Source: an optimization exercise on an open RTL-to-GDS flow (aim: small area, a short achievable clock period and few clock cycles per item). Production flows keep margins and buffers that such runs may drop.
Function was checked by simulation only, so behaviour that the tests miss may differ from the original.
In run 2 the design's own scripts or RTL, not TritonCTS, make the clock network.
The clock port is modelled as an ideal driver, which makes a skipped or thinned clock tree look cheaper than it is; a real chip needs a root buffer or a tree.
Power is estimated from default activity; no workload was simulated.

==> flow/design.v (outline; a module is shown in full before it is edited, if it fits) <==
// module argb_pixel_blend_unit: 861 lines
module argb_pixel_blend_unit (
  input  logic        clk_i,
  input  logic        rst_ni,
  input  logic        start_i,
  output logic        busy_o,
  input  logic [31:0] src_pixel_i,
  input  logic [31:0] dst_pixel_i,
  output logic        done_o,
  output logic [31:0] out_pixel_o,
  input  logic        cfg_valid_i,
  output logic        cfg_ready_o,
  input  logic [1:0]  cfg_index_i,
  input  logic [31:0] cfg_data_i
);
  // ...
==> flow/flow/run.sh <==
#!/bin/bash
# The standard layout (the standard.sh, standard synthesis unchanged) with
# smaller port buffers and a clock tree without dummy loads.
set -euo pipefail
export BUFFER_PORTS_ARGS="-buffer_cell sky130_fd_sc_hd__buf_2"
export CTS_ARGS="-sink_clustering_enable -repair_clock_nets -dont_use_dummy_load -sink_clustering_size 24 -sink_clustering_max_diameter 80 -buf_list {sky130_fd_sc_hd__clkbuf_8 sky130_fd_sc_hd__clkbuf_16}"
bash standard.sh > standard.log 2>&1
==> flow/standard.sh <==
#!/bin/bash
# synth_recipe.tcl (not shown) runs the flow's synth.tcl, then flattens the netlist and writes it again
# the make line also repeats each setting of config.mk as NAME=value (left out here)
make -C /OpenROAD-flow-scripts/flow DESIGN_CONFIG=/design/flow/config.mk WORK_HOME=/design/flow/orfs CLKGATE_MAP_FILE= SYNTH_SCRIPT=/design/flow/synth_recipe.tcl "${@:-finish}"
==> flow/config.mk <==
export PLATFORM = sky130hd
export DESIGN_NAME = argb_pixel_blend_unit
export DESIGN_NICKNAME = argb_pixel_blend_unit
export VERILOG_FILES = /design/flow/design.v
export SDC_FILE = /design/flow/constraint.sdc
export NUM_CORES = 4
export LEC_CHECK = 0
export CAP_MARGIN = 20
export CORE_MARGIN = 2
export CORE_UTILIZATION = 55
export SETUP_SLACK_MARGIN = 3.45
export SLEW_MARGIN = 20
==> flow/constraint.sdc <==
create_clock -name core_clock -period 5.5 [get_ports {clk_i}]
set_input_delay 1.1000 -clock core_clock [delete_from_list [all_inputs] [get_ports {clk_i}]]
set_output_delay 1.1000 -clock core_clock [all_outputs]
set_load 0.01 [all_outputs]
==> flow_summary.ini, run 1 <==
[clocking]
cts_resized = 56
clock_latency_ns = 0.53
path_clk_slew_ns = 0.09

[sta]
setup_tns_ns = 0
slew_viol_final = 0
slew_headroom_pct = 50.80

[global_routing]
grt_max_degree = 66

[placed_design]
io_buffers = 134

[finish]
diodes = 9
area_dominant_class = multi-input gates
multi_input_comb_cells = 856
post-route-util_pct = 62.26
multi_input_area_share_pct = 46.16

[detailed_routing]
drc = 0
finalWirelength_um = 38180
wl_met3_um = 2941
dr_total_vias = 10650

[setup_path]
crit_path_end = out_q[9]
r2r-end = out_q[9]
slowest_delay_ns = 0.37

[synthesis]
ys_types = 62
synth_fa_ha_area_share_pct = 22.41
synth_edf_count = 32
synth.most_common_cell = dfxtp_1
synth_fp_nets = 1728
yosys.area.top_type_share_pct = 37.32

[run_status]
outcome = complete, no violations

[pwr]
ir_drop_mv = 0.2566
swShare_pct = 37.56
power_frac_clock_pct = 14.0
powerClk_w = 0.00141

[floorplan]
ios = 137
Testbench counts, summed over its fixed seeds: cycles 16,967, items 16,026.
==> run 2: changes to the inputs <==
==> flow/flow/run.sh (replaced) <==
#!/bin/bash
# The standard layout (the standard.sh, standard synthesis unchanged) with
# smaller port buffers and a two-level clock tree built by flow/pre_cts.tcl
# (four root buffers on the clock port, sixteen leaf buffers) in place of
# TritonCTS. Each tool's output goes to standard.log.
set -euo pipefail
export BUFFER_PORTS_ARGS="-buffer_cell sky130_fd_sc_hd__buf_2"
export PRE_CTS_TCL="$PWD/flow/pre_cts.tcl"
bash standard.sh > standard.log 2>&1
==> flow/flow/clock_tree.tcl (new file) <==
proc build_clock_tree {nx ny leafcell rootcell} {
  set db [ord::get_db]
  set block [ord::get_db_block]
  set clk [$block findNet clk_i]
  set pts {}
  foreach it [$clk getITerms] {
    set inst [$it getInst]
    set b [$inst getBBox]
    lappend pts [list $it [expr {([$b xMin]+[$b xMax])/2}] [expr {([$b yMin]+[$b yMax])/2}]]
  }
  set n [llength $pts]
  set byx [lsort -integer -index 1 $pts]
  set leaves {}
  for {set i 0} {$i < $nx} {incr i} {
    set col [lsort -integer -index 2 [lrange $byx [expr {$i * $n / $nx}] [expr {($i + 1) * $n / $nx - 1}]]]
    set m [llength $col]
    for {set j 0} {$j < $ny} {incr j} {
      set c [lrange $col [expr {$j * $m / $ny}] [expr {($j + 1) * $m / $ny - 1}]]
      if {[llength $c] == 0} continue
      set cx 0; set cy 0
      foreach p $c { set cx [expr {$cx + [lindex $p 1]}]; set cy [expr {$cy + [lindex $p 2]}] }
      set q [expr {($i < $nx / 2 ? 0 : 1) + ($j < $ny / 2 ? 0 : 2)}]
      lappend leaves [list $c [expr {$cx / [llength $c]}] [expr {$cy / [llength $c]}] $q]
    }
  }
  set leafm [$db findMaster $leafcell]
  set rootm [$db findMaster $rootcell]
  set k 0
  for {set q 0} {$q < 4} {incr q} {
    set mine {}
    foreach l $leaves { if {[lindex $l 3] == $q} { lappend mine $l } }
    if {[llength $mine] == 0} continue
    set rx 0; set ry 0
    foreach l $mine { set rx [expr {$rx + [lindex $l 1]}]; set ry [expr {$ry + [lindex $l 2]}] }
    set root [odb::dbInst_create $block $rootm clkbuf_root_$q]
    $root setLocation [expr {$rx / [llength $mine]}] [expr {$ry / [llength $mine]}]
    $root setPlacementStatus PLACED
    set rnet [odb::dbNet_create $block clknet_root_$q]
    $rnet setSigType CLOCK
    [$root findITerm A] connect $clk
    [$root findITerm X] connect $rnet
    foreach l $mine {
      set b [odb::dbInst_create $block $leafm clkbuf_leaf_$k]
      $b setLocation [lindex $l 1] [lindex $l 2]
      $b setPlacementStatus PLACED
      set net [odb::dbNet_create $block clknet_leaf_$k]
      $net setSigType CLOCK
      [$b findITerm A] connect $rnet
      [$b findITerm X] connect $net
      foreach p [lindex $l 0] {
        set it [lindex $p 0]
        $it disconnect
        $it connect $net
      }
      incr k
    }
  }
  $clk setSigType CLOCK
  puts "build_clock_tree: $n sinks, $k leaf buffers"
}
==> flow/flow/pre_cts.tcl (new file) <==
# PRE_CTS hook: build the clock tree here (two buffer levels, see
# clock_tree.tcl) instead of TritonCTS, whose H-tree adds a third level.
source [file join [file dirname [info script]] clock_tree.tcl]
build_clock_tree 4 4 sky130_fd_sc_hd__clkbuf_16 sky130_fd_sc_hd__clkbuf_16
set_propagated_clock [all_clocks]
# cts.tcl calls clock_tree_synthesis next; the tree is already built.
rename clock_tree_synthesis orfs_unused_clock_tree_synthesis
proc clock_tree_synthesis {args} {
  puts "clock_tree_synthesis skipped: clock tree built by flow/pre_cts.tcl"
}
--- a/flow/config.mk
+++ b/flow/config.mk
@@ -7,6 +7,6 @@
 export LEC_CHECK = 0
 export CAP_MARGIN = 20
 export CORE_MARGIN = 2
-export CORE_UTILIZATION = 55
-export SETUP_SLACK_MARGIN = 3.45
+export CORE_UTILIZATION = 40
+export SETUP_SLACK_MARGIN = 3.55
 export SLEW_MARGIN = 20
==> run 2 against run 1 <==
Setup slack gained 0.057 ns. Sequential power barely moved. Die area increased by 37%. Wire length rose by 1.7%. First-iteration DRC count increased by 5.6%. Register-to-register slack gained 0.06 ns. Flip-flop and latch count unchanged. Hold slack better by 0.025 ns. Via count increased by 0.95%. Clock power barely moved. Global-route usage is 6.9 points lower. Clock skew shrank 0.020 ns. Largest power group unchanged.
==> flow_summary.ini, run 2 <==
[global_routing]
grt_pass1_wl_um = 61690
grt_pass1_vias = 11072
grt_max_degree = 66
grt_usage_pct = 17.37
antenna_found_initial = 4
grt_overflow = 0

[pwr]
power_leakage_nw = 8.200
p_per_area_mw_per_mm2 = 536.2
ir_drop_mv = 0.2116

[synthesis]
synth.most_common_cell = dfxtp_1
synth_compound_area_share_pct = 16.56
synthTopCellsByArea = dfxtp_1 (37%), fa_1 (18%), a22o_1 (7.9%), edfxtp_1 (5.8%), ha_1 (4.1%)
yosys.area.top_type_share_pct = 37.32
synthMuxAreaShare_pct = 0.9300
syn_inst = 1419
yosysTopAreaCell = dfxtp_1
synth_async_sr_flop_share_pct = 4.722
syn_area_mm2 = 0.01668
yosys.area_share.simple_pct = 6.803
synth.avg_cell_area_um2 = 11.76
synthFlopType = dfxtp_1
synth-xor-area-share_pct = 2.895
synth-seq-cells = 360
synth_top_family_by_area = adder cells
synth_seq_area_share_pct = 45.69
yosys_warnings = 5
synth_fp_nets = 1728
synth_fa_ha_area_share_pct = 22.41
ys_types = 62
synthTopCellsByCount = dfxtp_1 (311), fa_1 (153), a22o_1 (151)
synth_edf_count = 32

[floorplan]
die_area_mm2 = 0.04336
rows = 74
chipHeight_um = 208.2
start_util_pct = 40.67
coreArea_mm2 = 0.04102
ios = 137
die-width_um = 208.2

[sta]
slew_viol_final = 0
rsz0062_at_grt = yes
setup_tns_ns = 0
final.min_clock_period_ns = 2.107
fin_crit_sh_pct = 38.30
worst_pin_slew_ns = 0.6085
slew_headroom_pct = 59.28
worst_clock_skew_ns = 0.01691
fmax_ghz = 0.4747
finalSetupViolations = 0
hold_viol = 0

[job]
drv_cap = 0

[placed_design]
dp.final_hpwl_um = 27570
place_congestion = 0.9092
dpl_cell_area_mm2 = 0.01766
io_buffers = 134
dp.cells = 1979

[setup_path]
crit_path_top_delay_cell = mux2i_2
path_cells = ha_4 > a211o_1 > a21oi_2 > nand2_2 > a221oi_4 > mux2i_2 > a2bb2oi_1
path_class = reg2reg
startpoint_type = register
crit_arrival_ns = 2.35
cp.required_ns = 5.75
r2r-end = out_q[8]
slowest_delay_ns = 0.37
rr_worst_depth = 7
rr_startpoint = r3_1_q[1]
cp_max_fo = 4
end_kind = register
regToRegSetupSlack_ns = 3.39
crit_path_start = r3_1_q[1]

[min_path]
min_to = out_q[26]
hold_path_depth = 0
hold_path.startpoint = top3_q[2]
worstHoldPathType = reg2reg

[detailed_routing]
first_pass_iters = 5
ant_nets = 0
dr_total_vias = 10751
wl_per_cell_um = 19.14
finalWirelength_um = 38850
via_per_inst = 5.296
drt_iter0_drc = 665
drc = 0

[run_status]
outcome = complete, no violations

[finish]
final_cell_mix = dfxtp_1 (250), fa_1 (152), a22o_1 (151)
stdcell_count = 2030
layout_commonest_cell = dfxtp_1
biggestRegsByFlops = r2_0_q: 43 flops, r2_1_q: 43 flops, r2_2_q: 43 flops
syn_to_final_growth_pct = 13.28
design_area_mm2 = 0.01890
seqCellArea_mm2 = 0.007747
layout-drive-gt1-share_pct = 22.61
nFillCells = 3728
multi_input_area_mm2 = 0.008647
num-nets-final = 1806

[clocking]
ctsHoldBuffers = 0
path_clk_slew_ns = 0.08
clock_latency_ns = 0.33
## run 2: cell counts after synthesis
No cell type changed its count.
## run 2: cells by family (layout without fill, tap and decap cells)
logic type	Yosys count	count (layout)
adders and majority gates	207	207
and+or+nand+nor	212	212
other	2	5
xor gates and xnor gates	53	53
buffers and inverters	203	279
muxes	14	14
DFF	360	360
AOI/OAI and AO/OA	368	368
## run 2: routing by layer
layer	GRT usage, %	vias up	part of all wire [%]
met5	0	-	0.033
met3	2.445	50	6.8
li1	-	5005	-
met4	3.051	2	1.8
met2	28.08	398	46
met1	25.13	5296	45
## run 2: worst max path at each step
stage	end	slack (ns)	cells past startpoint
2_1_floorplan	out_q[8]	3.47	7
3_3_place_gp	r2_2_q[9]	3.01	4
3_5_place_dp	r2_1_q[9]	2.93	4
4_1_cts	out_q[8]	3.41	7
5_1_grt	out_q[10]	3.26	8
6_report	out_q[8]	3.39	7
## run 2: report_power, final
part	switching [W]	internal (W)	total (W)
Sequential	0.000810	0.00362	0.00443
Clock	0.000767	0.000655	0.00142
Combinational	0.00221	0.00206	0.00428
## run 2: stage by stage
stage	utilization, %	setup WS (ns)	power [W]	hold slack [ns]
finish	46.07	3.393	0.01013	0.3311
global route	46.06	3.262	0.01104	0.3356
CTS	45.24	3.408	0.01001	0.3331
detailed placement	43.07	2.930	0.008306	0.3121
global placement	43.07	3.012	0.008178	0.3101
floorplan	-	3.472	0.007089	0.3096
## run 2: final cells by class
type | instances | share of cell area [%]
sequential | 360 | 41.00
buffer | 20 | 2.648
antenna | 3 | 0.03973
tap | 532 | 3.522
inverter | 89 | 1.768
timing repair buffer | 170 | 5.264
multi-input combinational | 856 | 45.76
## run 2: worst max-delay path: cells and delay by family, from the launching register on
family	cells	cell delay (ns)
AOI/OAI and AO/OA	4	0.98
muxes	1	0.37
DFF	1	0.36
adders and majority gates	1	0.23
and+or+nand+nor	1	0.09
## run 2: what timing repair did
item,CTS,global route
cloned,0,0
buffers inserted,16,12
endpoints found under the setup margin,148,88
pin swaps,31,19
resized for setup,88,70

==> afterwards: timing with drivers on the ports <==
The results above use ideal ports. As a check the final layouts listed here were re-extracted and re-timed, cells and wires unchanged.
Step 1 sets driving cells, clkbuf_16 on the clock port and buf_2 on the other inputs (assumed; they add their load-dependent delay and slew).
Step 2, shift: input delay + t, output delay - t, t = (earliest + latest rising clock arrival at the registers) / 2. This alone moves slack from input paths to output paths.
a / b / c = ideal ports / drivers / drivers and shift; a / b = the first two.
run | t (ns) | slack for setup (ns) | hold WS [ns] | pins driven straight from the clock port
run 1 | 0.561 | 3.336 / 3.316 / 3.161 | 0.306 / 0.306 / 0.306 | 1
run 2 | 0.439 | 3.393 / 3.393 / 3.252 | 0.331 / 0.331 / 0.331 | 4
After both steps setup and hold are still met in every run listed. The setup slack of run 1, which loses most, moves by -0.020 ns with the drivers and by -0.175 ns with both steps.
